Background: an optimization exercise with open tools, aiming at small area, a short achievable clock period and few clock cycles per item. Do not read the settings as production practice.
Function was checked by simulation only, so behaviour that the tests miss may differ from the original.

## flow/design.v (module list and top-level ports; edited modules follow where they fit)
// module hsv_to_rgb_converter_core: 1383 lines
// module hsv2rgb_top: 35 lines
module hsv2rgb_top (
	input  logic        clk,
	input  logic        arst_n,
	input  logic        start,
	output logic        busy,
	input  logic [12:0] hue,
	input  logic [6:0]  saturation,
	input  logic [6:0]  brightness,
	output logic        done,
	output logic [7:0]  red,
	output logic [7:0]  green,
	output logic [7:0]  blue,
	output logic        in_range
);
  // ...
==> flow/run.sh <==
#!/bin/bash
# synth_recipe.tcl (not shown) runs the flow's synth.tcl, then flattens the netlist and writes it again
# the make line also repeats each setting of config.mk as NAME=value (left out here)
make -C /OpenROAD-flow-scripts/flow DESIGN_CONFIG=/design/flow/config.mk WORK_HOME=/design/flow/orfs CLKGATE_MAP_FILE= SYNTH_SCRIPT=/design/flow/synth_recipe.tcl finish
==> flow/config.mk <==
export PLATFORM = sky130hd
export DESIGN_NAME = hsv2rgb_top
export DESIGN_NICKNAME = hsv2rgb_top
export VERILOG_FILES = /design/flow/design.v
export SDC_FILE = /design/flow/constraint.sdc
export NUM_CORES = 4
export LEC_CHECK = 0
export CAP_MARGIN = 20
export CORE_MARGIN = 2
export CORE_UTILIZATION = 40
export SETUP_SLACK_MARGIN = 4.0
export SLEW_MARGIN = 20
==> flow/constraint.sdc <==
create_clock -name core_clock -period 7.5 [get_ports {clk}]
set_input_delay 1.5000 -clock core_clock [delete_from_list [all_inputs] [get_ports {clk}]]
set_output_delay 1.5000 -clock core_clock [all_outputs]
set_load 0.01 [all_outputs]
==> metrics.yaml, run 1 <==
run_status: "finished clean"
cap_viol_max_count: 0
synth_cell_types: 65
final_nets: 2403
yosysTopAreaCellShare: 0.322
drive_gt1_frac: 0.0413
cts_buffers: 38
die_h_um: 224
path_clk_slew_ns: 0.06
required_ns: 6.00
die_area_um2: 50000
n_clock_buffer: 46
cp-startpoint: "u_core.sr6[2]$_DFF_P_"
synthCells: 1905
fp.dieW_um: 224
grt_pass1_wl_mm: 64.9
crit_path_end: "red[6]"
grt_usage: 0.161
synth_area_um2: 19300
synth_edf_count: 0
grt_max_degree: 15
crit_path_end_kind: "output port"
fin_ws_ns: 4.11
clock_skew_ns: 0.0139
Testbench counts, summed over its fixed seeds: cycles 16,048, items 16,000.
==> inputs of run 2 (changes only) <==
--- a/flow/config.mk
+++ b/flow/config.mk
@@ -10,3 +10,3 @@
 export CORE_UTILIZATION = 40
-export SETUP_SLACK_MARGIN = 4.0
+export SETUP_SLACK_MARGIN = 4.7
 export SLEW_MARGIN = 20
==> run 2 against run 1 <==
Global-route usage up 0.26 points. Cell count up 2.8%. Routed wire length up 5.3%. Die area unchanged. Still clean. Largest cell class unchanged. Highest routed layer unchanged.
==> metrics.yaml, run 2 <==
synth_edf_count: 0  # unchanged
yosysSeqAreaShare: 0.330  # unchanged
place_hpwl_mm: 29.9  # about the same
period_minus_slack_ns: 3.00  # was 3.39 ns
ctsLongestPathBuffers: 3  # unchanged
start_util: 0.405  # unchanged
die_h_um: 224  # unchanged
hold_slack_ns: 0.319  # was 0.325 ns
hold_violations: 0  # unchanged
fin_util: 0.482  # was 0.456
synth-warning-count: 1  # unchanged
async_flop_share: 0.0190  # unchanged
io_buffers: 55  # unchanged
grt_overflow: 0  # unchanged
cts_tree: "built"  # unchanged
wirelength_mm: 39.9  # was 37.9 mm
yosysMostFrequentCell: "inv_1"  # unchanged
wl_met3_mm: 1.78  # was 1.66 mm
ys_ff_latch: 316  # unchanged
setup_tns_ns: 0  # unchanged
synth_area_leaders: "dfxtp_1, fa_1, ha_1, inv_1, and2_1"  # unchanged
clock_sinks: 316  # unchanged
required_ns: 6.00  # about the same
synthCells: 1905  # unchanged
timing.fmax_ghz: 0.334  # was 0.295 GHz
arrival_ns: 1.50  # was 1.89 ns
top_regs: "u_core.p3_d x63, u_core.vs1_d x34, u_core.p4 x24"  # unchanged
cts_max_level: 2  # unchanged
grt_pass1_wl_mm: 65.8  # was 64.9 mm
met2_length_mm: 19.0  # was 17.8 mm
post-route-period-util: 0.400  # was 0.452
synth.top_cells.by_count: "inv_1, dfxtp_1, ha_1"  # unchanged
drt_iter0_markers: 492  # was 591
path_clk_slew_ns: 0.06  # about the same
drive_gt1_frac: 0.162  # was 0.0413
m1WireLength_mm: 17.7  # was 17.3 mm
core-area_um2: 47600  # unchanged
drc: 0  # unchanged
routed_via_density: 4.74  # about the same
synth_cell_types: 65  # unchanged
finalMaxSlewViolations: 0  # unchanged
clock_skew_ns: 0.0233  # was 0.0139 ns
firstDrtPassIters: 8  # was 5
grt_pass1_vias: 13338  # was 13122
cap_viol_max_count: 0  # unchanged
crit_path_end_kind: "output port"  # unchanged
synth_fp_nets: 2348  # unchanged
grt_usage: 0.163  # was 0.161
io_pins: 57  # unchanged
wire_per_inst_um: 14.9  # was 14.6 µm
grt_max_degree: 15  # unchanged
run_status: "finished clean"  # unchanged
fp.dieW_um: 224  # unchanged
largest_reg_flops: 63  # unchanged
slew_headroom: 0.502  # was 0.514
topRoutingLayerUsed: "met4"  # unchanged
areaGrowthSynthToFinish_pct: 19.1  # was 12.6%
numPlacedInstances: 2535  # unchanged
synthFlopType: "dfxtp_1"  # unchanged
tightest_slew_ns: 0.740  # was 0.722 ns
synth.avg_cell_area_um2: 10.1  # unchanged
synth_area_um2: 19300  # unchanged
crit_type: "reg2out"  # unchanged
antenna_cells: 0  # unchanged
setup_viol: 0  # unchanged
layout_common_cells: "inv_1, dfxtp_1, ha_1"  # unchanged
antenna_found_initial: 0  # unchanged
final_common_cell: "inv_1"  # unchanged
regMostFlops: "u_core.p3_d"  # unchanged
cp_max_fo: 8  # unchanged
num_rows: 80  # unchanged
clk_latency_ns: 0.55  # about the same
holdCritPathClass: "reg2reg"  # unchanged
finalWeightedCongestion: 0.891  # was 0.849
yosysTopAreaCellShare: 0.322  # unchanged
rsz0062_at_grt: "true"  # was false
stdcell_count: 2671  # was 2599
num_vias: 12655  # was 12311
ctsHoldBuffers: 0  # unchanged
die_area_um2: 50000  # unchanged
cts_root_buffer: "clkbuf_16"  # unchanged
synth_largest_area_cell: "dfxtp_1"  # unchanged
final_nets: 2471  # was 2403
start_kind: "flop"  # unchanged
cts_buffers: 37  # was 38
ant_nets: 0  # unchanged
## run 2: cell counts after synthesis
No cell type changed its count.
## run 2: metal layers
| layer | global-route usage | up-vias |
|---|---|---|
| met5 | 0 | - |
| met4 | 0.0626 | 0 |
| met3 | 0.0334 | 91 |
| met2 | 0.281 | 235 |
| met1 | 0.201 | 6018 |
| li1 | - | 6311 |
## run 2: path summary, 6_finish.rpt
check                                        start                   endpoint  slack, ns  cells after the start
setup / recovery             u_core.sb6[2]$_DFF_P_                    blue[6]       4.50                      3
hold / removal             u_core.full5[6]$_DFF_P_    u_core.full6[6]$_DFF_P_       0.32                      0
setup reg to reg             u_core.xq5[3]$_DFF_P_       u_core.x6[7]$_DFF_P_       4.54                     14
hold reg to reg            u_core.full5[6]$_DFF_P_    u_core.full6[6]$_DFF_P_       0.32                      0
max in group asynchronous                   arst_n  u_core.valid[1]$_DFF_PN0_       6.10                      1
min in group asynchronous                   arst_n  u_core.valid[5]$_DFF_PN0_       1.20                      1
## run 2: cells by family (layout without fill, tap and decap cells)
group | after synthesis | count (layout) | synth area share
adders and majority gates | 413 | 413 | 0.338
buffers and inverters | 410 | 560 | 0.0801
and+or+nand+nor | 384 | 384 | 0.105
DFF | 316 | 316 | 0.330
AOI/OAI and AO/OA | 251 | 251 | 0.0879
xor gates and xnor gates | 129 | 130 | 0.0586
other | 1 | 1 | 0.000194
muxes | 1 | 1 | 0.000519
## run 2: through the flow
stage,area [µm²],worst slack [ns]
2_1_floorplan,19400,4.60
5_1_grt,23000,4.37
3_3_place_gp,20600,3.94
6_report,23000,4.50
4_1_cts,22300,4.45
3_5_place_dp,20600,3.90
## run 2: final cells by class
| cell class | instances | area [µm²] |
|---|---|---|
| Timing Repair Buffer | 123 | 968 |
| Sequential cell | 316 | 6520 |
| Tap cell | 615 | 769 |
| Fill cell | 4406 | 24700 |
| Inverter | 370 | 1400 |
| Multi-Input combinational cell | 1180 | 12000 |
| Clock inverter | 15 | 245 |
| Clock buffer | 52 | 1100 |
## run 2: timing repair
item / in CTS / in global routing
buffers inserted: 25 / 43
gates resized for setup: 232 / 81
pin swaps: 75 / 65
setup endpoints to repair: 92 / 81
cloned: 1 / 0
## run 2: critical path, cell delays in order, from the launching register on
cell      delay, ns
dfxtp_4        0.37
a222oi_1       0.36
inv_1          0.09
buf_2          0.15
==> inputs of run 3 (changes only) <==
--- a/flow/config.mk
+++ b/flow/config.mk
@@ -10,3 +10,3 @@
 export CORE_UTILIZATION = 40
-export SETUP_SLACK_MARGIN = 4.7
+export SETUP_SLACK_MARGIN = 4.3
 export SLEW_MARGIN = 20
==> run 3 against run 2 <==
Still clean on timing, DRC and antenna. First-iteration DRC count is 12% higher. Global-route usage down 0.23 points. Flip-flop and latch count did not move. Cell count shrank 2.2%. Setup slack worse by 0.13 ns. Via count is 2.5% lower. Die area unchanged. Count of clock-buffer cells in the layout fell by 6. Fmax decreased by 4.2%. Critical endpoint is now red[1]. Largest cell class unchanged. Highest routed layer unchanged.
==> metrics.yaml, run 3 <==
wire_per_inst_um: 14.6  # was 14.9 µm
clk_latency_ns: 0.55  # about the same
stdcell_count: 2612  # was 2671
wl_met3_mm: 1.61  # was 1.78 mm
required_ns: 6.00  # about the same
num_vias: 12340  # was 12655
clock_sinks: 316  # unchanged
fin_util: 0.462  # was 0.482
grt_pass1_vias: 13137  # was 13338
routed_via_density: 4.72  # was 4.74
tightest_slew_ns: 0.727  # was 0.740 ns
arrival_ns: 1.63  # was 1.50 ns
rsz0062_at_grt: "true"  # unchanged
place_hpwl_mm: 29.9  # about the same
post_dp_cell_area_um2: 20400  # was 20600 µm²
drive_gt1_frac: 0.0726  # was 0.162
io_buffers: 55  # unchanged
synth_largest_area_cell: "dfxtp_1"  # unchanged
largest_reg_flops: 63  # unchanged
synthCells: 1905  # unchanged
drc: 0  # unchanged
final_area_um2: 22000  # was 23000 µm²
hold_violations: 0  # unchanged
ys_ff_latch: 316  # unchanged
drt_iter0_markers: 549  # was 492
crit_type: "reg2out"  # unchanged
firstDrtPassIters: 6  # was 8
slowest_delay_ns: 0.37  # about the same
synth_fp_nets: 2348  # unchanged
run_status: "finished clean"  # unchanged
synth.top_cells.by_count: "inv_1, dfxtp_1, ha_1"  # unchanged
synthFlopType: "dfxtp_1"  # unchanged
topRoutingLayerUsed: "met4"  # unchanged
layout_common_cells: "inv_1, dfxtp_1, ha_1"  # unchanged
nFillCells: 4409  # was 4406
synth-warning-count: 1  # unchanged
post-route-period-util: 0.417  # was 0.400
finalMaxSlewViolations: 0  # unchanged
cts_root_buffer: "clkbuf_16"  # unchanged
cts_buffers: 38  # was 37
synth_area_leaders: "dfxtp_1, fa_1, ha_1, inv_1, and2_1"  # unchanged
numPlacedInstances: 2535  # unchanged
cp_num_buf_inv: 2  # unchanged
setup_viol: 0  # unchanged
synth_area_um2: 19300  # unchanged
crit_chain: "a222oi_1, inv_1, dlygate4sd2_1"  # was a222oi_1, inv_1, buf_2
grt_pass1_wl_mm: 65.2  # was 65.8 mm
areaGrowthSynthToFinish_pct: 14.0  # was 19.1%
synth_cell_types: 65  # unchanged
start_util: 0.405  # unchanged
hold_slack_ns: 0.323  # was 0.319 ns
antenna_found_initial: 0  # unchanged
cp_max_fo: 8  # unchanged
ctsHoldBuffers: 0  # unchanged
die_area_um2: 50000  # unchanged
start_kind: "flop"  # unchanged
synth.avg_cell_area_um2: 10.1  # unchanged
seqCellArea_um2: 6410  # was 6520 µm²
fp.dieW_um: 224  # unchanged
fin_ws_ns: 4.37  # was 4.50 ns
yosysTopAreaCellShare: 0.322  # unchanged
cap_viol_max_count: 0  # unchanged
multi_input_area_um2: 11600  # was 12000 µm²
async_flop_share: 0.0190  # unchanged
critPathTopFamily: "flip-flops"  # unchanged
timing.fmax_ghz: 0.320  # was 0.334 GHz
path_clk_slew_ns: 0.06  # about the same
crit_path_end_kind: "output port"  # unchanged
ant_nets: 0  # unchanged
die_h_um: 224  # unchanged
cts_tree: "built"  # unchanged
regMostFlops: "u_core.p3_d"  # unchanged
top_regs: "u_core.p3_d x63, u_core.vs1_d x34, u_core.p4 x24"  # unchanged
wirelength_mm: 38.1  # was 39.9 mm
slew_headroom: 0.511  # was 0.502
antenna_cells: 0  # unchanged
grt_overflow: 0  # unchanged
grt_usage: 0.161  # was 0.163
grt_max_degree: 15  # unchanged
holdCritPathClass: "reg2reg"  # unchanged
core-area_um2: 47600  # unchanged
cpMaxStageDelayCell: "dfxtp_4"  # unchanged
m1WireLength_mm: 17.5  # was 17.7 mm
finalWeightedCongestion: 0.849  # was 0.891
setup_tns_ns: 0  # unchanged
period_minus_slack_ns: 3.13  # was 3.00 ns
clock_skew_ns: 0.0122  # was 0.0233 ns
yosysMostFrequentCell: "inv_1"  # unchanged
ctsLongestPathBuffers: 3  # unchanged
yosysSeqAreaShare: 0.330  # unchanged
place_ws_ns: 3.81  # was 3.90 ns
met2_length_mm: 18.0  # was 19.0 mm
num_rows: 80  # unchanged
final_nets: 2416  # was 2471
io_pins: 57  # unchanged
cts_max_level: 2  # unchanged
synth_edf_count: 0  # unchanged
final_common_cell: "inv_1"  # unchanged
## run 3: kinds of logic after synthesis
kind of cell,Yosys count,synth area share
adder cells (fa/ha/maj),413,0.338
AND/OR/NAND/NOR,384,0.105
multiplexers,1,0.000519
AO/OA/AOI/OAI,251,0.0879
other,1,0.000194
buffers and inverters,410,0.0801
XOR/XNOR,129,0.0586
flip-flops,316,0.330
## run 3: metal layers
layer / global-route usage / vias up
li1: - / 6207
met1: 0.206 / 5850
met2: 0.275 / 225
met3: 0.0258 / 58
met4: 0.0553 / 0
met5: 0 / -
## run 3: final cells by class
type                       instances  share of cell area
multi-input combinational       1181               0.526
tap                              615              0.0350
sequential                       316               0.292
inverter                         370              0.0634
timing repair buffer              66              0.0275
clock buffer                      46              0.0469
clock inverter                    18             0.00996
## run 3: final timing paths
kind | from | end | slack [ns] | cells past startpoint
min reg2reg | u_core.v3[6]$_DFF_P_ | u_core.v4[6]$_DFF_P_ | 0.32 | 0
min | u_core.v3[6]$_DFF_P_ | u_core.v4[6]$_DFF_P_ | 0.32 | 0
max reg2reg | u_core.v4[2]$_DFF_P_ | u_core.full5[7]$_DFF_P_ | 4.42 | 13
max in group asynchronous | arst_n | u_core.valid[4]$_DFF_PN0_ | 6.11 | 1
min in group asynchronous | arst_n | u_core.valid[5]$_DFF_PN0_ | 1.19 | 1
max | u_core.sr6[2]$_DFF_P_ | red[1] | 4.37 | 3
## run 3: timing repair
action                     4_1_cts  5_1_grt
gates resized for setup         41       66
setup endpoints to repair       40       41
cloned                           1        1
pin swaps                       16       37
buffers inserted                 0       11
==> inputs of run 4 (changes only) <==
--- a/flow/config.mk
+++ b/flow/config.mk
@@ -10,3 +10,3 @@
 export CORE_UTILIZATION = 40
-export SETUP_SLACK_MARGIN = 4.3
+export SETUP_SLACK_MARGIN = 4.5
 export SLEW_MARGIN = 20
==> run 4 against run 3 <==
First-iteration DRC count grew 0.55%. Fmax grew 4.2%. Hold slack gained 0.00096 ns. Synthesized cell count is the same. Flip-flop and latch count is the same. Routed wire length grew 1.9%. Critical path type unchanged. Final area grew 1.1%. Count of clock-buffer cells in the layout grew 5. Global-route usage grew 0.070 points.
==> metrics.yaml, run 4 <==
run_status: "finished clean"  # unchanged
drive_gt1_frac: 0.114  # was 0.0726
cts_buffers: 37  # was 38
synth_largest_area_cell: "dfxtp_1"  # unchanged
synth_area_leaders: "dfxtp_1, fa_1, ha_1, inv_1, and2_1"  # unchanged
slew_headroom: 0.460  # was 0.511
grt_pass1_wl_mm: 65.3  # was 65.2 mm
r2r-end: "u_core.full5[7]$_DFF_P_"  # unchanged
drt_iter0_markers: 552  # was 549
m1WireLength_mm: 17.7  # was 17.5 mm
tightest_slew_ns: 0.803  # was 0.727 ns
fin_ws_ns: 4.50  # was 4.37 ns
grt_overflow: 0  # unchanged
clk_latency_ns: 0.55  # about the same
die_area_um2: 50000  # unchanged
grt_pass1_vias: 13270  # was 13137
ctsHoldBuffers: 0  # unchanged
synthFlopType: "dfxtp_1"  # unchanged
cts_root_buffer: "clkbuf_16"  # unchanged
final_area_um2: 22200  # was 22000 µm²
antenna_cells: 0  # unchanged
synth_top_family_by_area: "adder cells"  # unchanged
post_dp_cell_area_um2: 20500  # was 20400 µm²
num_vias: 12419  # was 12340
clock_skew_ns: 0.0121  # was 0.0122 ns
met2_length_mm: 18.4  # was 18.0 mm
synthAdderAreaFrac: 0.338  # unchanged
seqCellArea_um2: 6460  # was 6410 µm²
io_pins: 57  # unchanged
hp-start: "u_core.v3[5]$_DFF_P_"  # was u_core.v3[6]$_DFF_P_
synth_area_um2: 19300  # unchanged
ant_nets: 0  # unchanged
whs_path_depth: 0  # unchanged
hold_slack_ns: 0.324  # was 0.323 ns
start_util: 0.405  # unchanged
period_minus_slack_ns: 3.00  # was 3.13 ns
ctsLongestPathBuffers: 3  # unchanged
cts_max_level: 2  # unchanged
timing.fmax_ghz: 0.333  # was 0.320 GHz
synth.avg_cell_area_um2: 10.1  # unchanged
setup_tns_ns: 0  # unchanged
num_rows: 80  # unchanged
synth.top_cells.by_count: "inv_1, dfxtp_1, ha_1"  # unchanged
cap_viol_max_count: 0  # unchanged
finalMaxSlewViolations: 0  # unchanged
holdCritPathClass: "reg2reg"  # unchanged
crit_path_end_kind: "output port"  # unchanged
rsz0062_at_grt: "true"  # unchanged
wl_met3_mm: 1.55  # was 1.61 mm
async_flop_share: 0.0190  # unchanged
synth_edf_count: 0  # unchanged
start_kind: "flop"  # unchanged
core-area_um2: 47600  # unchanged
wirelength_mm: 38.8  # was 38.1 mm
topRoutingLayerUsed: "met4"  # unchanged
multi_input_area_um2: 11700  # was 11600 µm²
regMostFlops: "u_core.p3_d"  # unchanged
fp.dieW_um: 224  # unchanged
yosysMostFrequentCell: "inv_1"  # unchanged
synthCells: 1905  # unchanged
synth_compound_area_frac: 0.0879  # unchanged
top_regs: "u_core.p3_d x63, u_core.vs1_d x34, u_core.p4 x24"  # unchanged
arrival_ns: 1.50  # was 1.63 ns
whs_endpoint: "u_core.v4[5]$_DFF_P_"  # was u_core.v4[6]$_DFF_P_
yosys.area_share.xor_xnor: 0.0586  # unchanged
layout_common_cells: "inv_1, dfxtp_1, ha_1"  # unchanged
yosysSeqAreaShare: 0.330  # unchanged
routed_via_density: 4.73  # was 4.72
crit_type: "reg2out"  # unchanged
place_ws_ns: 3.87  # was 3.81 ns
final_common_cell: "inv_1"  # unchanged
path_clk_slew_ns: 0.06  # about the same
final_nets: 2426  # was 2416
fin_util: 0.466  # was 0.462
reg2reg_depth: 13  # unchanged
setup_viol: 0  # unchanged
wire_per_inst_um: 14.8  # was 14.6 µm
synth-warning-count: 1  # unchanged
drc: 0  # unchanged
antenna_found_initial: 0  # unchanged
clock_sinks: 316  # unchanged
grt_max_degree: 15  # unchanged
required_ns: 6.00  # about the same
hold_violations: 0  # unchanged
post-route-period-util: 0.400  # was 0.417
nFillCells: 4395  # was 4409
yosysTopAreaCellShare: 0.322  # unchanged
cts_tree: "built"  # unchanged
areaGrowthSynthToFinish_pct: 15.2  # was 14.0%
numPlacedInstances: 2535  # unchanged
io_buffers: 55  # unchanged
r2r-start: "u_core.v4[6]$_DFF_P_"  # was u_core.v4[2]$_DFF_P_
yosys.area_share.simple: 0.105  # unchanged
stdcell_count: 2626  # was 2612
die_h_um: 224  # unchanged
synth_fp_nets: 2348  # unchanged
firstDrtPassIters: 8  # was 6
ff2ff_setup_slack_ns: 4.57  # was 4.42 ns
place_hpwl_mm: 29.6  # was 29.9 mm
cp_max_fo: 8  # unchanged
grt_usage: 0.161  # about the same
finalWeightedCongestion: 0.868  # was 0.849
largest_reg_flops: 63  # unchanged
ys_ff_latch: 316  # unchanged
synth_cell_types: 65  # unchanged
synth_mux_area_frac: 0.000519  # unchanged
## run 4: cell count changes in the layout (fill, tap and decap cells not counted), sizes merged
cell,change
buf,+36
dlygate4sd2,-11
clkdlybuf4s15,-5
clkdlybuf4s50,-5
bufinv,+3
inv,-3
clkbuf,+2
clkinvlp,-2
xnor2,-1
## run 4: cells by family after synthesis
kind of cell             count (synthesis)
XOR/XNOR                               129
buffers and inverters                  410
flip-flops                             316
other                                    1
adder cells (fa/ha/maj)                413
AND/OR/NAND/NOR                        384
multiplexers                             1
AO/OA/AOI/OAI                          251
## run 4: how the worst max path moves through the flow
stage | slack (ns) | start | endpoint | depth (start not counted)
3_5_place_dp | 3.87 | brightness[5] | u_core.vs1_d[19]$_DFF_P_ | 5
6_report | 4.50 | u_core.sg6[1]$_DFF_P_ | green[7] | 3
2_1_floorplan | 4.51 | u_core.zq4[3]$_DFF_P_ | u_core.zero5[4]$_DFF_P_ | 13
5_1_grt | 4.36 | u_core.zq4[3]$_DFF_P_ | u_core.zero5[3]$_DFF_P_ | 13
4_1_cts | 4.45 | u_core.sg6[2]$_DFF_P_ | green[7] | 3
3_3_place_gp | 3.89 | brightness[6] | u_core.vs1_d[19]$_DFF_P_ | 5
## run 4: per-layer routing
layer	vias to the layer above	GRT usage
met5	-	0
met4	0	0.0641
met3	72	0.0241
met2	238	0.281
met1	5877	0.202
li1	6232	-
## run 4: area by class of cell
type	count	area share
clock buffers	51	0.0468
clock inverters	16	0.0127
inverters	370	0.0631
well taps	615	0.0346
multi-input cells	1180	0.525
repair buffers	78	0.0270
flip-flops and latches	316	0.291
## run 4: timing repair
action | 4_1_cts | 5_1_grt
resized for setup | 181 | 64
buffers inserted | 9 | 14
setup endpoints to repair | 59 | 61
gates cloned | 1 | 0
pin swaps | 46 | 46
## run 4: critical path: stages (launching register included)
cell	delay (ns)
dfxtp_2	0.37
a222oi_1	0.37
inv_1	0.07
buf_2	0.14
==> inputs of run 5 (changes only) <==
--- a/flow/config.mk
+++ b/flow/config.mk
@@ -10,2 +10,4 @@
 export CORE_UTILIZATION = 40
+export CTS_CLUSTER_DIAMETER = 120
+export CTS_CLUSTER_SIZE = 30
 export SETUP_SLACK_MARGIN = 4.5
==> run 5 against run 4 <==
Routed wire length fell by 3.0%. Flip-flop and latch count did not move. Critical path depth is the same.
==> metrics.yaml, run 5 <==
run_status: "finished clean"  # unchanged
regMostFlops: "u_core.p3_d"  # unchanged
grt_max_degree: 32  # was 15
slowest_delay_ns: 0.39  # was 0.37 ns
ctsLongestPathBuffers: 3  # unchanged
start_kind: "flop"  # unchanged
areaGrowthSynthToFinish_pct: 10.8  # was 15.2%
grt_pass1_wl_mm: 63.8  # was 65.3 mm
hold_violations: 0  # unchanged
synthCells: 1905  # unchanged
num_vias: 12206  # was 12419
yosysMostFrequentCell: "inv_1"  # unchanged
cap_viol_max_count: 0  # unchanged
synth_fp_nets: 2348  # unchanged
holdCritPathClass: "reg2reg"  # unchanged
synth_largest_area_cell: "dfxtp_1"  # unchanged
grt_overflow: 0  # unchanged
ys_ff_latch: 316  # unchanged
timing.fmax_ghz: 0.335  # was 0.333 GHz
layout_common_cells: "inv_1, dfxtp_1, ha_1"  # unchanged
firstDrtPassIters: 7  # was 8
clk_latency_ns: 0.52  # was 0.55 ns
async_flop_share: 0.0190  # unchanged
yosysSeqAreaShare: 0.330  # unchanged
tightest_slew_ns: 0.798  # was 0.803 ns
core-area_um2: 47600  # unchanged
ant_nets: 0  # unchanged
cp_max_fo: 8  # unchanged
die_h_um: 224  # unchanged
grt_usage: 0.155  # was 0.161
num_rows: 80  # unchanged
grt_pass1_vias: 12956  # was 13270
routed_via_density: 4.73  # about the same
io_pins: 57  # unchanged
drive_gt1_frac: 0.0978  # was 0.114
slew_headroom: 0.463  # was 0.460
antenna_cells: 0  # unchanged
finalMaxSlewViolations: 0  # unchanged
arrival_ns: 1.48  # was 1.50 ns
required_ns: 6.00  # about the same
rsz0062_at_grt: "true"  # unchanged
drt_iter0_markers: 507  # was 552
post_dp_cell_area_um2: 20500  # unchanged
final_nets: 2403  # was 2426
synth.avg_cell_area_um2: 10.1  # unchanged
numPlacedInstances: 2535  # unchanged
cts_max_level: 1  # was 2
drc: 0  # unchanged
yosysTopAreaCellShare: 0.322  # unchanged
synth_area_leaders: "dfxtp_1, fa_1, ha_1, inv_1, and2_1"  # unchanged
synth_area_um2: 19300  # unchanged
crit_chain: "a222oi_1, inv_1, buf_2"  # unchanged
fp.dieW_um: 224  # unchanged
setup_tns_ns: 0  # unchanged
synth.top_cells.by_count: "inv_1, dfxtp_1, ha_1"  # unchanged
path_clk_slew_ns: 0.10  # was 0.06 ns
cts_root_buffer: "clkbuf_16"  # unchanged
fin_util: 0.449  # was 0.466
synthFlopType: "dfxtp_1"  # unchanged
synth_edf_count: 0  # unchanged
cp_num_buf_inv: 2  # unchanged
wire_per_inst_um: 14.6  # was 14.8 µm
cpMaxStageDelayCell: "dfxtp_4"  # was dfxtp_2
period_minus_slack_ns: 2.98  # was 3.00 ns
clock_sinks: 316  # unchanged
place_hpwl_mm: 29.6  # unchanged
synth_cell_types: 65  # unchanged
start_util: 0.405  # unchanged
setup_viol: 0  # unchanged
largest_reg_flops: 63  # unchanged
ctsHoldBuffers: 0  # unchanged
hold_slack_ns: 0.332  # was 0.324 ns
critPathTopFamily: "flip-flops"  # unchanged
top_regs: "u_core.p3_d x63, u_core.vs1_d x34, u_core.p4 x24"  # unchanged
die_area_um2: 50000  # unchanged
wirelength_mm: 37.7  # was 38.8 mm
crit_type: "reg2out"  # unchanged
stdcell_count: 2578  # was 2626
post-route-period-util: 0.398  # was 0.400
io_buffers: 55  # unchanged
clock_skew_ns: 0.0221  # was 0.0121 ns
synth-warning-count: 1  # unchanged
cts_buffers: 14  # was 37
cts_tree: "built"  # unchanged
crit_path_end_kind: "output port"  # unchanged
antenna_found_initial: 0  # unchanged
final_common_cell: "inv_1"  # unchanged
finalWeightedCongestion: 0.868  # unchanged
final_area_um2: 21400  # was 22200 µm²
ff2ff_setup_slack_ns: 4.53  # was 4.57 ns
==> run 5: kinds of logic after synthesis <==
family | after synthesis | synth area share
compound gates | 251 | 0.0879
other cells | 1 | 0.000194
mux | 1 | 0.000519
xor+xnor | 129 | 0.0586
fa+ha+maj | 413 | 0.338
simple gates | 384 | 0.105
buf+inv | 410 | 0.0801
flops | 316 | 0.330
==> run 5: metal layers <==
metal	vias to the layer above	wire, µm	GRT usage
met1	5787	17400	0.200
met3	56	1310	0.0165
met4	0	970	0.0424
met5	-	0	0
li1	6151	-	-
met2	212	18000	0.277
==> run 5: cell type report <==
type / count / area, µm²
fillers: 4478 / 26300
multi-input cells: 1180 / 11700
flip-flops and latches: 316 / 6470
inverters: 370 / 1400
well taps: 615 / 769
repair buffers: 78 / 601
clock buffers: 17 / 393
clock inverters: 2 / 38.8
==> run 5: path summary, 6_finish.rpt <==
path / from / endpoint / cells after the start
min: u_core.v3[5]$_DFF_P_ / u_core.v4[5]$_DFF_P_ / 0
min in group asynchronous: arst_n / u_core.valid[5]$_DFF_PN0_ / 1
max in group asynchronous: arst_n / u_core.valid[1]$_DFF_PN0_ / 1
max: u_core.sg6[2]$_DFF_P_ / green[1] / 3
max reg2reg: u_core.v4[1]$_DFF_P_ / u_core.full5[7]$_DFF_P_ / 12
min reg2reg: u_core.v3[5]$_DFF_P_ / u_core.v4[5]$_DFF_P_ / 0
==> run 5: stage by stage <==
step	setup slack, ns
final	4.52
after global routing	4.35
after global placement	3.89
after floorplan	4.51
after CTS	4.43
after detailed placement	3.87
==> run 5: what timing repair did <==
action | in CTS | in global routing
resized for setup | 179 | 72
endpoints found under the hold margin | 0 | 0
pin swaps | 49 | 46
setup endpoints to repair | 60 | 62
setup buffers | 14 | 9
gates cloned | 1 | 0
==> inputs of run 6 (changes only) <==
--- a/flow/config.mk
+++ b/flow/config.mk
@@ -10,5 +10,6 @@
 export CORE_UTILIZATION = 40
-export CTS_CLUSTER_DIAMETER = 120
-export CTS_CLUSTER_SIZE = 30
+export CTS_CLUSTER_DIAMETER = 100
+export CTS_CLUSTER_SIZE = 25
 export SETUP_SLACK_MARGIN = 4.5
 export SLEW_MARGIN = 20
+export TNS_END_PERCENT = 5
==> run 6 against run 5 <==
Utilization about the same. Clock skew shrank 0.0033 ns. Still clean. Flip-flop and latch count unchanged. First-iteration DRC count increased by 6.7%. Largest cell class unchanged. Highest routed layer unchanged. Via count rose by 0.89%. Critical path depth is 7 higher. Count of clock-buffer cells in the layout grew 4. Die area did not move. Fmax is 3.8% lower. Synthesized area stayed put. Global-route usage grew 0.21 points. Critical endpoint is now u_core.p4[22]$_DFF_P_.
==> metrics.yaml, run 6 <==
grt_max_degree: 26  # was 32
synth.top_cells.by_count: "inv_1, dfxtp_1, ha_1"  # unchanged
period_minus_slack_ns: 3.10  # was 2.98 ns
synth_cell_types: 65  # unchanged
largest_reg_flops: 63  # unchanged
required_ns: 7.91  # was 6.00 ns
ys_ff_latch: 316  # unchanged
synthCells: 1905  # unchanged
grt_pass1_vias: 13123  # was 12956
ff2ff_setup_slack_ns: 4.40  # was 4.53 ns
synth_largest_area_cell: "dfxtp_1"  # unchanged
synth-warning-count: 1  # unchanged
cts_tree: "built"  # unchanged
cts_max_level: 1  # unchanged
num_vias: 12315  # was 12206
clock_sinks: 316  # unchanged
fin_util: 0.449  # about the same
top_regs: "u_core.p3_d x63, u_core.vs1_d x34, u_core.p4 x24"  # unchanged
clk_latency_ns: 0.52  # about the same
synth_fp_nets: 2348  # unchanged
tightest_slew_ns: 0.751  # was 0.798 ns
yosysSeqAreaShare: 0.330  # unchanged
ctsLongestPathBuffers: 3  # unchanged
whs_path_depth: 0  # unchanged
grt_pass1_wl_mm: 64.7  # was 63.8 mm
routed_via_density: 4.78  # was 4.73
async_flop_share: 0.0190  # unchanged
rsz0062_at_grt: "true"  # unchanged
fp.dieW_um: 224  # unchanged
place_hpwl_mm: 30.0  # was 29.6 mm
arrival_ns: 3.51  # was 1.48 ns
io_pins: 57  # unchanged
ant_nets: 0  # unchanged
path_clk_slew_ns: 0.10  # about the same
finalMaxSlewViolations: 0  # unchanged
num_rows: 80  # unchanged
start_kind: "flop"  # unchanged
yosysMostFrequentCell: "inv_1"  # unchanged
synth_area_leaders: "dfxtp_1, fa_1, ha_1, inv_1, and2_1"  # unchanged
clock_skew_ns: 0.0188  # was 0.0221 ns
final_common_cell: "inv_1"  # unchanged
drt_iter0_markers: 541  # was 507
synth.avg_cell_area_um2: 10.1  # unchanged
firstDrtPassIters: 8  # was 7
finalWeightedCongestion: 0.857  # was 0.868
synthFlopType: "dfxtp_1"  # unchanged
crit_path_end: "u_core.p4[22]$_DFF_P_"  # was green[1]
die_area_um2: 50000  # unchanged
timing.fmax_ghz: 0.323  # was 0.335 GHz
cts_buffers: 18  # was 14
reg2reg_depth: 10  # was 12
core-area_um2: 47600  # unchanged
drc: 0  # unchanged
nFillCells: 4522  # was 4478
start_util: 0.405  # unchanged
setup_tns_ns: 0  # unchanged
post_dp_cell_area_um2: 20400  # was 20500 µm²
cap_viol_max_count: 0  # unchanged
wire_per_inst_um: 14.7  # was 14.6 µm
antenna_found_initial: 0  # unchanged
cp_max_fo: 5  # was 8
grt_usage: 0.157  # was 0.155
slew_headroom: 0.494  # was 0.463
wirelength_mm: 37.9  # was 37.7 mm
crit_type: "reg2reg"  # was reg2out
ctsHoldBuffers: 0  # unchanged
run_status: "finished clean"  # unchanged
drive_gt1_frac: 0.0713  # was 0.0978
regMostFlops: "u_core.p3_d"  # unchanged
hold_violations: 0  # unchanged
antenna_cells: 0  # unchanged
r2r-start: "u_core.p3_d[9]$_DFF_P_"  # was u_core.v4[1]$_DFF_P_
areaGrowthSynthToFinish_pct: 10.9  # was 10.8%
final_area_um2: 21400  # about the same
setup_viol: 0  # unchanged
cp-startpoint: "u_core.p3_d[9]$_DFF_P_"  # was u_core.sg6[2]$_DFF_P_
post-route-period-util: 0.413  # was 0.398
die_h_um: 224  # unchanged
cts_root_buffer: "clkbuf_16"  # unchanged
holdCritPathClass: "reg2reg"  # unchanged
final_nets: 2400  # was 2403
synth_area_um2: 19300  # unchanged
grt_overflow: 0  # unchanged
layout_common_cells: "inv_1, dfxtp_1, ha_1"  # unchanged
crit_path_end_kind: "flop"  # was output port
r2r-end: "u_core.p4[22]$_DFF_P_"  # was u_core.full5[7]$_DFF_P_
io_buffers: 55  # unchanged
synth_edf_count: 0  # unchanged
yosysTopAreaCellShare: 0.322  # unchanged
## run 6: cell counts after synthesis
Identical to the previous run, type by type.
## run 6: kinds of logic (layout without fill, tap and decap cells)
| family | after synthesis | in the layout | share of synthesized area |
|---|---|---|---|
| flops | 316 | 316 | 0.330 |
| buf+inv | 410 | 468 | 0.0801 |
| mux | 1 | 1 | 0.000519 |
| fa+ha+maj | 413 | 413 | 0.338 |
| compound gates | 251 | 251 | 0.0879 |
| simple gates | 384 | 384 | 0.105 |
| xor+xnor | 129 | 130 | 0.0586 |
| other cells | 1 | 1 | 0.000194 |
## run 6: cell type report
class / instances / area, µm² / share of cell area
Tap cell: 615 / 769 / 0.0360
Clock inverter: 6 / 75.1 / 0.00351
Clock buffer: 21 / 483 / 0.0226
Timing Repair Buffer: 71 / 648 / 0.0303
Multi-Input combinational cell: 1180 / 11600 / 0.541
Inverter: 370 / 1390 / 0.0652
Sequential cell: 316 / 6440 / 0.301
## run 6: how the worst min path moves through the flow
stage                       startpoint                      end  slack, ns
2_1_floorplan  u_core.full5[0]$_DFF_P_  u_core.full6[0]$_DFF_P_       0.31
3_3_place_gp   u_core.vs1_d[0]$_DFF_P_    u_core.vs2[0]$_DFF_P_       0.31
3_5_place_dp      u_core.v3[0]$_DFF_P_     u_core.v4[0]$_DFF_P_       0.31
4_1_cts           u_core.v3[1]$_DFF_P_     u_core.v4[1]$_DFF_P_       0.33
5_1_grt           u_core.v3[3]$_DFF_P_     u_core.v4[3]$_DFF_P_       0.33
6_report          u_core.v3[1]$_DFF_P_     u_core.v4[1]$_DFF_P_       0.32
## run 6: worst max-delay path: stages (launching register included)
cell      delay, ns
dfxtp_1        0.33
fa_1           0.47
ha_1           0.38
and3_1         0.22
a221oi_4       0.32
o21ai_1        0.21
o22ai_2        0.27
o21ai_1        0.17
a22oi_2        0.28
mux2i_1        0.22
o211ai_1       0.10
## run 6: routing by layer
| metal | global-route usage | share of wire | up-vias |
|---|---|---|---|
| met4 | 0.0417 | 0.018 | 0 |
| met1 | 0.203 | 0.46 | 5897 |
| met2 | 0.278 | 0.48 | 216 |
| li1 | - | - | 6153 |
| met3 | 0.0192 | 0.039 | 49 |
| met5 | 0 | 0 | - |
## run 6: timing repair
action | 4_1_cts | 5_1_grt
gates resized for setup | 113 | 49
setup endpoints to repair | 64 | 77
setup buffers | 4 | 12
pin swaps | 33 | 27
cloned | 1 | 0
## run 6: through the flow
stage          std cells  hold WS, ns  worst slack (ns)
2_1_floorplan       1905        0.310              4.49
5_1_grt             2579        0.332              4.28
3_5_place_dp        2535        0.312              3.85
3_3_place_gp        2535        0.312              3.90
6_report            2579        0.325              4.40
4_1_cts             2567        0.325              4.41
==> inputs of run 7 (changes only) <==
--- a/flow/config.mk
+++ b/flow/config.mk
@@ -12,4 +12,3 @@
 export CTS_CLUSTER_SIZE = 25
-export SETUP_SLACK_MARGIN = 4.5
+export SETUP_SLACK_MARGIN = 4.6
 export SLEW_MARGIN = 20
-export TNS_END_PERCENT = 5
==> run 7 against run 6 <==
Clock skew decreased by 0.0023 ns. Synthesized cell count unchanged. Non-clock buffer count grew 31. Sequential share of layout area fell by 0.26 points. Critical endpoint is now red[5]. Highest routed layer unchanged.
==> metrics.yaml, run 7 <==
run_status: "finished clean"  # unchanged
cts_root_buffer: "clkbuf_16"  # unchanged
firstDrtPassIters: 5  # was 8
async_flop_share: 0.0190  # unchanged
grt_pass1_vias: 13071  # was 13123
synth_area_um2: 19300  # unchanged
r2r-start: "u_core.xq5[3]$_DFF_P_"  # was u_core.p3_d[9]$_DFF_P_
period_minus_slack_ns: 3.02  # was 3.10 ns
crit_path_end: "red[5]"  # was u_core.p4[22]$_DFF_P_
die_h_um: 224  # unchanged
grt_overflow: 0  # unchanged
ctsLongestPathBuffers: 3  # unchanged
clk_latency_ns: 0.53  # was 0.52 ns
areaGrowthSynthToFinish_pct: 13.0  # was 10.9%
cpMaxStageDelayCell: "a222oi_1"  # was fa_1
cp_max_fo: 8  # was 5
ant_nets: 0  # unchanged
numPlacedInstances: 2535  # unchanged
setup_viol: 0  # unchanged
drive_gt1_frac: 0.132  # was 0.0713
clock_skew_ns: 0.0165  # was 0.0188 ns
clock_sinks: 316  # unchanged
slowest_delay_ns: 0.39  # was 0.47 ns
fin_ws_ns: 4.48  # was 4.40 ns
largest_reg_flops: 63  # unchanged
setup_tns_ns: 0  # unchanged
timing.fmax_ghz: 0.331  # was 0.323 GHz
finalMaxSlewViolations: 0  # unchanged
synth.top_cells.by_count: "inv_1, dfxtp_1, ha_1"  # unchanged
synth.avg_cell_area_um2: 10.1  # unchanged
cts_max_level: 1  # unchanged
wire_per_inst_um: 14.7  # about the same
place_hpwl_mm: 29.7  # was 30.0 mm
multi_input_area_um2: 11800  # was 11600 µm²
drt_iter0_markers: 600  # was 541
cts_tree: "built"  # unchanged
arrival_ns: 1.52  # was 3.51 ns
synth_largest_area_cell: "dfxtp_1"  # unchanged
cts_buffers: 17  # was 18
ff2ff_setup_slack_ns: 4.53  # was 4.40 ns
synth_edf_count: 0  # unchanged
post-route-period-util: 0.402  # was 0.413
start_kind: "flop"  # unchanged
holdCritPathClass: "reg2reg"  # unchanged
grt_pass1_wl_mm: 64.0  # was 64.7 mm
yosysSeqAreaShare: 0.330  # unchanged
synth_cell_types: 65  # unchanged
wirelength_mm: 38.2  # was 37.9 mm
final_nets: 2429  # was 2400
synthFlopType: "dfxtp_1"  # unchanged
fin_util: 0.457  # was 0.449
nFillCells: 4449  # was 4522
regMostFlops: "u_core.p3_d"  # unchanged
grt_max_degree: 26  # unchanged
worstSetupPathDepth: 3  # was 10
io_pins: 57  # unchanged
stdcell_count: 2605  # was 2579
cap_viol_max_count: 0  # unchanged
synthCells: 1905  # unchanged
crit_type: "reg2out"  # was reg2reg
yosysMostFrequentCell: "inv_1"  # unchanged
fp.dieW_um: 224  # unchanged
reg2reg_depth: 14  # was 10
synth-warning-count: 1  # unchanged
core-area_um2: 47600  # unchanged
tightest_slew_ns: 0.717  # was 0.751 ns
antenna_found_initial: 1  # was 0
crit_path_end_kind: "output port"  # was flop
start_util: 0.405  # unchanged
crit_chain: "a222oi_1, inv_1, buf_2"  # was fa_1, ha_1, and3_1, a221oi_4, o21ai_1, o22ai_2, o21ai_1, a22oi_2, mux2i_1, o211ai_1
cp_num_buf_inv: 2  # was 0
final_common_cell: "inv_1"  # unchanged
drc: 0  # unchanged
place_ws_ns: 3.88  # was 3.85 ns
synth_fp_nets: 2348  # unchanged
grt_usage: 0.156  # was 0.157
num_vias: 12326  # was 12315
required_ns: 6.00  # was 7.91 ns
finalWeightedCongestion: 0.871  # was 0.857
yosysTopAreaCellShare: 0.322  # unchanged
synth_area_leaders: "dfxtp_1, fa_1, ha_1, inv_1, and2_1"  # unchanged
routed_via_density: 4.73  # was 4.78
cp-startpoint: "u_core.sr6[2]$_DFF_P_"  # was u_core.p3_d[9]$_DFF_P_
ys_ff_latch: 316  # unchanged
antenna_cells: 0  # unchanged
top_regs: "u_core.p3_d x63, u_core.vs1_d x34, u_core.p4 x24"  # unchanged
hold_violations: 0  # unchanged
critPathTopFamily: "compound AO/OA/AOI/OAI gates"  # unchanged
io_buffers: 55  # unchanged
slew_headroom: 0.517  # was 0.494
die_area_um2: 50000  # unchanged
r2r-end: "u_core.x6[5]$_DFF_P_"  # was u_core.p4[22]$_DFF_P_
seqCellArea_um2: 6510  # was 6440 µm²
rsz0062_at_grt: "true"  # unchanged
layout_common_cells: "inv_1, dfxtp_1, ha_1"  # unchanged
path_clk_slew_ns: 0.10  # about the same
num_rows: 80  # unchanged
==> run 7: cells by family (layout without fill, tap and decap cells) <==
| group | after synthesis | in the layout | share of synthesized area |
|---|---|---|---|
| buffers and inverters | 410 | 495 | 0.0801 |
| and+or+nand+nor | 384 | 384 | 0.105 |
| xor gates and xnor gates | 129 | 129 | 0.0586 |
| adders and majority gates | 413 | 413 | 0.338 |
| muxes | 1 | 1 | 0.000519 |
| DFF | 316 | 316 | 0.330 |
| other | 1 | 1 | 0.000194 |
| AOI/OAI and AO/OA | 251 | 251 | 0.0879 |
==> run 7: stage by stage <==
step	cell area (µm²)	hold slack [ns]
global route	21800	0.334
global placement	20500	0.312
finish	21800	0.328
CTS	21300	0.326
floorplan	19300	0.310
detailed placement	20500	0.313
==> run 7: worst reg2reg max path, stage by stage, from the launching register on <==
cell and delay (ns):
dfxtp_4 0.38, inv_4 0.04, fa_1 0.47, fa_1 0.54, inv_2 0.05, ha_4 0.21, o2111ai_2 0.07, o21ai_1 0.09
nor3_1 0.12, o21ai_1 0.11, a21oi_2 0.19, xnor2_2 0.15, buf_4 0.15, nand4_1 0.14, xnor2_1 0.17
==> run 7: timing repair <==
item | CTS | global route
pin swaps | 70 | 55
setup buffers | 25 | 22
gates resized for setup | 211 | 85
setup endpoints to repair | 82 | 68
gates cloned | 0 | 0
hold buffers | 0 | 0
==> run 7: final cells by class <==
type                    count  share of cell area
clock buffers              17              0.0195
clock inverters             6             0.00235
inverters                 370              0.0644
multi-input cells        1179               0.543
flip-flops and latches    316               0.299
well taps                 615              0.0353
repair buffers            102              0.0365
==> run 7: worst min path at each step <==
stage	from	to	slack [ns]	depth (start not counted)
2_1_floorplan	u_core.v3[2]$_DFF_P_	u_core.v4[2]$_DFF_P_	0.31	0
3_3_place_gp	u_core.vs1_d[0]$_DFF_P_	u_core.vs2[0]$_DFF_P_	0.31	0
3_5_place_dp	u_core.zero5[0]$_DFF_P_	u_core.zero6[0]$_DFF_P_	0.31	0
4_1_cts	u_core.zero5[3]$_DFF_P_	u_core.zero6[3]$_DFF_P_	0.33	0
5_1_grt	u_core.v3[3]$_DFF_P_	u_core.v4[3]$_DFF_P_	0.33	0
6_report	u_core.v3[2]$_DFF_P_	u_core.v4[2]$_DFF_P_	0.33	0
==> run 7: per-layer routing <==
metal / part of all wire / GRT usage
met1: 0.46 / 0.201
met2: 0.48 / 0.277
met3: 0.038 / 0.0168
met4: 0.022 / 0.0443
met5: 0 / 0
==> inputs of run 8 (changes only) <==
--- a/flow/config.mk
+++ b/flow/config.mk
@@ -12,3 +12,4 @@
 export CTS_CLUSTER_SIZE = 25
-export SETUP_SLACK_MARGIN = 4.6
+export PLACE_DENSITY = 0.85
+export SETUP_SLACK_MARGIN = 4.5
 export SLEW_MARGIN = 20
==> run 8 against run 7 <==
Still clean. Sequential share of layout area is 0.25 points higher. Flip-flop and latch count did not move. Via count grew 4.7%. Synthesized cell count did not move.
==> metrics.yaml, run 8 <==
run_status: "finished clean"  # unchanged
timing.fmax_ghz: 0.330  # was 0.331 GHz
cts_tree: "built"  # unchanged
fp.dieW_um: 224  # unchanged
post-route-period-util: 0.404  # was 0.402
grt_pass1_vias: 13896  # was 13071
num_rows: 80  # unchanged
rsz0062_at_grt: "true"  # unchanged
r2r-start: "u_core.v4[6]$_DFF_P_"  # was u_core.xq5[3]$_DFF_P_
grt.met3_usage: 0.0233  # was 0.0168
cp_max_fo: 4  # was 8
hold_violations: 0  # unchanged
critPathTopFamily: "compound AO/OA/AOI/OAI gates"  # unchanged
drt_iter0_markers: 808  # was 600
grt_overflow: 0  # unchanged
place_hpwl_mm: 30.7  # was 29.7 mm
synth_edf_count: 0  # unchanged
use_met2: 0.296  # was 0.277
synth_area_um2: 19300  # unchanged
drive_gt1_frac: 0.102  # was 0.132
areaGrowthSynthToFinish_pct: 11.2  # was 13.0%
path_clk_slew_ns: 0.09  # was 0.10 ns
synth_largest_area_cell: "dfxtp_1"  # unchanged
yosysMostFrequentCell: "inv_1"  # unchanged
grt_pass1_wl_mm: 65.9  # was 64.0 mm
r2r-end: "u_core.full5[7]$_DFF_P_"  # was u_core.x6[5]$_DFF_P_
antenna_cells: 0  # unchanged
clock_sinks: 316  # unchanged
start_util: 0.405  # unchanged
grt_usage: 0.161  # was 0.156
hold_slack_ns: 0.319  # was 0.328 ns
synth.avg_cell_area_um2: 10.1  # unchanged
whs_endpoint: "u_core.v4[3]$_DFF_P_"  # was u_core.v4[2]$_DFF_P_
async_flop_share: 0.0190  # unchanged
finalWeightedCongestion: 0.872  # was 0.871
die_area_um2: 50000  # unchanged
wire_per_inst_um: 15.5  # was 14.7 µm
arrival_ns: 3.44  # was 1.52 ns
drc: 0  # unchanged
top_regs: "u_core.p3_d x63, u_core.vs1_d x34, u_core.p4 x24"  # unchanged
synthCells: 1905  # unchanged
synth_area_leaders: "dfxtp_1, fa_1, ha_1, inv_1, and2_1"  # unchanged
crit_path_end_kind: "flop"  # was output port
layout_common_cells: "inv_1, dfxtp_1, ha_1"  # unchanged
routed_via_density: 4.98  # was 4.73
regMostFlops: "u_core.p3_d"  # unchanged
synth.top_cells.by_count: "inv_1, dfxtp_1, ha_1"  # unchanged
die_h_um: 224  # unchanged
synth_cell_types: 65  # unchanged
synth-warning-count: 1  # unchanged
io_buffers: 55  # unchanged
hp-start: "u_core.v3[3]$_DFF_P_"  # was u_core.v3[2]$_DFF_P_
finalMaxSlewViolations: 0  # unchanged
busiest_layer: "met2"  # unchanged
crit_type: "reg2reg"  # was reg2out
ys_ff_latch: 316  # unchanged
crit_chain: "inv_4, fa_1, ha_1, inv_2, ha_4, a21o_1, a21o_1, and2_4, o41a_1, o21ai_1, nand2_1, a31oi_1, xnor2_1"  # was a222oi_1, inv_1, buf_2
ff2ff_setup_slack_ns: 4.47  # was 4.53 ns
synthFlopType: "dfxtp_1"  # unchanged
cpMaxStageDelayCell: "fa_1"  # was a222oi_1
start_kind: "flop"  # unchanged
final_common_cell: "inv_1"  # unchanged
core-area_um2: 47600  # unchanged
use_met1: 0.185  # was 0.201
required_ns: 7.91  # was 6.00 ns
num_vias: 12905  # was 12326
slew_headroom: 0.531  # was 0.517
clock_skew_ns: 0.0204  # was 0.0165 ns
largest_reg_flops: 63  # unchanged
setup_tns_ns: 0  # unchanged
tightest_slew_ns: 0.696  # was 0.717 ns
reg2reg_depth: 13  # was 14
ctsLongestPathBuffers: 3  # unchanged
path_common_cell: "a21o_1"
period_minus_slack_ns: 3.03  # was 3.02 ns
io_pins: 57  # unchanged
ctsHoldBuffers: 0  # unchanged
whs_path_depth: 0  # unchanged
setup_viol: 0  # unchanged
slowest_delay_ns: 0.49  # was 0.39 ns
clk_latency_ns: 0.53  # about the same
wirelength_mm: 40.1  # was 38.2 mm
fin_util: 0.450  # was 0.457
grt_max_degree: 26  # unchanged
cts_root_buffer: "clkbuf_16"  # unchanged
holdCritPathClass: "reg2reg"  # unchanged
cap_viol_max_count: 0  # unchanged
synth_fp_nets: 2348  # unchanged
fin_ws_ns: 4.47  # was 4.48 ns
ant_nets: 0  # unchanged
cts_buffers: 17  # unchanged
cp_num_buf_inv: 2  # unchanged
final_nets: 2416  # was 2429
antenna_found_initial: 0  # was 1
yosysTopAreaCellShare: 0.322  # unchanged
cts_max_level: 1  # unchanged
yosysSeqAreaShare: 0.330  # unchanged
firstDrtPassIters: 8  # was 5
place_ws_ns: 3.84  # was 3.88 ns
[run 8: how the worst max path moves through the flow]
| stage | start | end | slack [ns] | cells past startpoint |
|---|---|---|---|---|
| final | u_core.v4[6]$_DFF_P_ | u_core.full5[7]$_DFF_P_ | 4.47 | 13 |
| after global routing | u_core.xq5[1]$_DFF_P_ | u_core.x6[2]$_DFF_P_ | 4.33 | 14 |
| after CTS | u_core.xq5[0]$_DFF_P_ | u_core.x6[4]$_DFF_P_ | 4.39 | 12 |
| after detailed placement | brightness[6] | u_core.vs1_d[22]$_DFF_P_ | 3.84 | 5 |
| after global placement | brightness[6] | u_core.vs1_d[19]$_DFF_P_ | 3.87 | 5 |
| after floorplan | u_core.zq4[3]$_DFF_P_ | u_core.zero5[4]$_DFF_P_ | 4.51 | 13 |
[run 8: layer usage]
metal / routed length [µm] / up-vias
met1: 15800 / 6221
met4: 1510 / 0
met3: 2280 / 103
li1: - / 6183
met2: 20500 / 398
met5: 0 / -
[run 8: area by class of cell]
| type | instances | area [µm²] |
|---|---|---|
| Inverter | 370 | 1400 |
| Timing Repair Buffer | 88 | 679 |
| Sequential cell | 316 | 6460 |
| Clock buffer | 17 | 425 |
| Clock inverter | 3 | 41.3 |
| Multi-Input combinational cell | 1180 | 11700 |
| Tap cell | 615 | 769 |
| Fill cell | 4277 | 26200 |
[run 8: per-stage QoR]
stage	cells	instance area (µm²)
5_1_grt	2589	21400
4_1_cts	2568	21100
6_report	2589	21400
3_5_place_dp	2535	20500
2_1_floorplan	1905	19300
3_3_place_gp	2535	20500
[run 8: kinds of logic after synthesis]
logic type,share of synthesized area
other,0.000194
XOR/XNOR,0.0586
adder cells (fa/ha/maj),0.338
buffers and inverters,0.0801
flip-flops,0.330
AO/OA/AOI/OAI,0.0879
AND/OR/NAND/NOR,0.105
multiplexers,0.000519
[run 8: worst register-to-register path, stage by stage (launching register included)]
cell	delay (ns)
dfxtp_4	0.37
inv_4	0.04
fa_1	0.49
ha_1	0.34
inv_2	0.08
ha_4	0.19
a21o_1	0.15
a21o_1	0.16
and2_4	0.14
o41a_1	0.46
o21ai_1	0.17
nand2_1	0.09
a31oi_1	0.17
xnor2_1	0.09
[run 8: timing repair]
item                       4_1_cts  5_1_grt
pin swaps                       43       44
gates cloned                     1        0
resized for setup              176       68
buffers inserted                12       21
setup endpoints to repair       67       64
==> inputs of run 9 (changes only) <==
--- a/flow/config.mk
+++ b/flow/config.mk
@@ -12,3 +12,2 @@
 export CTS_CLUSTER_SIZE = 25
-export PLACE_DENSITY = 0.85
 export SETUP_SLACK_MARGIN = 4.5
==> run 9 against run 8 <==
Still clean. Hold slack improved by 0.0012 ns. Setup slack gained 0.031 ns. Critical path depth down 10. Flip-flop and latch count unchanged. Synthesized area stayed put. Register-to-register slack improved by 0.06 ns. Sequential share of layout area about the same. Critical path type is now reg2out. Largest cell class unchanged.
==> metrics.yaml, run 9 <==
tightest_slew_ns: 0.789  # was 0.696 ns
ant_nets: 0  # unchanged
routed_via_density: 4.73  # was 4.98
die_h_um: 224  # unchanged
yosysTopAreaCellShare: 0.322  # unchanged
antenna_cells: 0  # unchanged
place_ws_ns: 3.87  # was 3.84 ns
drt_iter0_markers: 559  # was 808
synth_fp_nets: 2348  # unchanged
setup_viol: 0  # unchanged
synth_edf_count: 0  # unchanged
nFillCells: 4473  # was 4277
grt_pass1_wl_mm: 64.1  # was 65.9 mm
fp.dieW_um: 224  # unchanged
grt_max_degree: 26  # unchanged
yosysMostFrequentCell: "inv_1"  # unchanged
cts_tree: "built"  # unchanged
layout_common_cells: "inv_1, dfxtp_1, ha_1"  # unchanged
clk_latency_ns: 0.53  # about the same
m1WireLength_mm: 17.6  # was 15.8 mm
synth-warning-count: 1  # unchanged
antenna_found_initial: 0  # unchanged
reg2reg_depth: 12  # was 13
holdCritPathClass: "reg2reg"  # unchanged
wirelength_mm: 38.2  # was 40.1 mm
areaGrowthSynthToFinish_pct: 11.4  # was 11.2%
cpMaxStageDelayCell: "dfxtp_4"  # was fa_1
whs_path_depth: 0  # unchanged
num_rows: 80  # unchanged
required_ns: 6.00  # was 7.91 ns
hold_violations: 0  # unchanged
rsz0062_at_grt: "true"  # unchanged
run_status: "finished clean"  # unchanged
synth_cell_types: 65  # unchanged
async_flop_share: 0.0190  # unchanged
final_common_cell: "inv_1"  # unchanged
place_hpwl_mm: 29.6  # was 30.7 mm
grt_overflow: 0  # unchanged
final_nets: 2409  # was 2416
io_buffers: 55  # unchanged
crit_type: "reg2out"  # was reg2reg
drc: 0  # unchanged
clock_sinks: 316  # unchanged
clock_skew_ns: 0.0249  # was 0.0204 ns
io_pins: 57  # unchanged
wl_met3_mm: 1.35  # was 2.28 mm
cap_viol_max_count: 0  # unchanged
ctsLongestPathBuffers: 3  # unchanged
num_vias: 12239  # was 12905
cp_max_fo: 8  # was 4
grt_usage: 0.157  # was 0.161
synth_area_um2: 19300  # unchanged
cts_buffers: 17  # unchanged
firstDrtPassIters: 7  # was 8
synth.top_cells.by_count: "inv_1, dfxtp_1, ha_1"  # unchanged
synth_largest_area_cell: "dfxtp_1"  # unchanged
grt_pass1_vias: 13002  # was 13896
crit_path_end_kind: "output port"  # was flop
setup_tns_ns: 0  # unchanged
drive_gt1_frac: 0.103  # was 0.102
regMostFlops: "u_core.p3_d"  # unchanged
yosysSeqAreaShare: 0.330  # unchanged
wire_per_inst_um: 14.8  # was 15.5 µm
synth_area_leaders: "dfxtp_1, fa_1, ha_1, inv_1, and2_1"  # unchanged
topRoutingLayerUsed: "met4"  # unchanged
cts_root_buffer: "clkbuf_16"  # unchanged
start_kind: "flop"  # unchanged
synthCells: 1905  # unchanged
synth.avg_cell_area_um2: 10.1  # unchanged
core-area_um2: 47600  # unchanged
top_regs: "u_core.p3_d x63, u_core.vs1_d x34, u_core.p4 x24"  # unchanged
die_area_um2: 50000  # unchanged
post-route-period-util: 0.400  # was 0.404
start_util: 0.405  # unchanged
fin_util: 0.451  # was 0.450
timing.fmax_ghz: 0.333  # was 0.330 GHz
arrival_ns: 1.50  # was 3.44 ns
ctsHoldBuffers: 0  # unchanged
finalWeightedCongestion: 0.868  # was 0.872
ys_ff_latch: 316  # unchanged
period_minus_slack_ns: 3.00  # was 3.03 ns
synthFlopType: "dfxtp_1"  # unchanged
slew_headroom: 0.469  # was 0.531
slowest_delay_ns: 0.38  # was 0.49 ns
met2_length_mm: 18.3  # was 20.5 mm
finalMaxSlewViolations: 0  # unchanged
crit_chain: "a222oi_1, inv_1, buf_2"  # was inv_4, fa_1, ha_1, inv_2, ha_4, a21o_1, a21o_1, and2_4, o41a_1, o21ai_1, nand2_1, a31oi_1, xnor2_1
path_clk_slew_ns: 0.10  # was 0.09 ns
largest_reg_flops: 63  # unchanged
fin_ws_ns: 4.50  # was 4.47 ns
cts_max_level: 1  # unchanged
## run 9: through the flow
step	hold slack, ns	instance area [µm²]	instances
after CTS	0.325	21100	2573
after global routing	0.330	21500	2586
after detailed placement	0.312	20500	2535
after floorplan	0.310	19300	1905
final	0.320	21500	2586
after global placement	0.313	20500	2535
## run 9: worst max-delay path, delay by kind of cell (launching register included)
family          cells  cell delay (ns)
buf+inv             2             0.23
compound gates      1             0.36
flops               1             0.38
## run 9: kinds of logic (layout without fill, tap and decap cells)
logic type,Yosys count,count (layout),share of synthesized area
flops,316,316,0.330
mux,1,1,0.000519
other cells,1,1,0.000194
fa+ha+maj,413,413,0.338
compound gates,251,251,0.0879
buf+inv,410,475,0.0801
xor+xnor,129,130,0.0586
simple gates,384,384,0.105
## run 9: final timing paths
kind | startpoint | end | slack [ns]
max | u_core.sr6[2]$_DFF_P_ | red[6] | 4.50
max in group asynchronous | arst_n | u_core.valid[1]$_DFF_PN0_ | 6.11
max reg2reg | u_core.v4[1]$_DFF_P_ | u_core.full5[7]$_DFF_P_ | 4.53
min | u_core.v3[1]$_DFF_P_ | u_core.v4[1]$_DFF_P_ | 0.32
min reg2reg | u_core.v3[1]$_DFF_P_ | u_core.v4[1]$_DFF_P_ | 0.32
min in group asynchronous | arst_n | u_core.valid[5]$_DFF_PN0_ | 1.19
## run 9: timing repair
action | in CTS | in global routing
setup buffers | 13 | 13
gates resized for setup | 177 | 77
pin swaps | 46 | 40
endpoints found under the setup margin | 57 | 63
cloned | 1 | 0
## run 9: final cells by class
| cell class | instances | area (µm²) | area share |
|---|---|---|---|
| multi-input cells | 1180 | 11700 | 0.545 |
| flip-flops and latches | 316 | 6470 | 0.301 |
| inverters | 370 | 1400 | 0.0652 |
| well taps | 615 | 769 | 0.0358 |
| repair buffers | 81 | 623 | 0.0290 |
| clock buffers | 19 | 443 | 0.0206 |
| clock inverters | 5 | 75.1 | 0.00349 |
## run 9: routing by layer
layer	up-vias	track usage
met4	0	0.0473
met2	213	0.278
met3	54	0.0168
li1	6163	-
met5	-	0
met1	5809	0.201

[separate check: timing with driven ports]
In the flow no input, the clock included, has a driving cell. The finished layouts below were timed again as built, in two steps.
Step 1 (the two cells are an assumption about what drives the block):
set clk [get_ports {clk}]
set_driving_cell -lib_cell sky130_fd_sc_hd__clkbuf_16 $clk
set_driving_cell -lib_cell sky130_fd_sc_hd__buf_2 [delete_from_list [all_inputs] $clk]
Step 2 adds t to the input delays and takes it off the output delays; t is the mean of the earliest and latest rising clock arrival at the registers after step 1. Input paths then give back, and output paths get back, about the clock's delay inside the block.
a / b / c = ideal / step 1 / step 2; a / b = the first two.
| run | shift t [ns] | setup slack, ns | worst setup path at the end | clock arrival spread, ns |
|---|---|---|---|---|
| run 1 | 0.599 | 4.108 / 4.052 / 3.806 | input to register | 0.018 / 0.018 |
| run 2 | 0.597 | 4.504 / 4.445 / 4.150 | input to register | 0.028 / 0.029 |
| run 3 | 0.596 | 4.374 / 4.319 / 3.812 | input to register | 0.014 / 0.014 |
| run 4 | 0.601 | 4.499 / 4.441 / 4.063 | input to register | 0.012 / 0.013 |
| run 5 | 0.562 | 4.518 / 4.464 / 4.077 | input to register | 0.027 / 0.027 |
| run 6 | 0.568 | 4.400 / 4.363 / 3.867 | input to register | 0.021 / 0.020 |
| run 7 | 0.576 | 4.483 / 4.429 / 4.130 | input to register | 0.018 / 0.018 |
| run 8 | 0.569 | 4.468 / 4.436 / 4.043 | input to register | 0.034 / 0.033 |
| run 9 | 0.581 | 4.499 / 4.438 / 4.067 | input to register | 0.030 / 0.030 |
After both steps setup and hold are still met in every run listed. The setup slack of run 3, which loses most, moves by -0.055 ns with the drivers and by -0.562 ns with both steps.
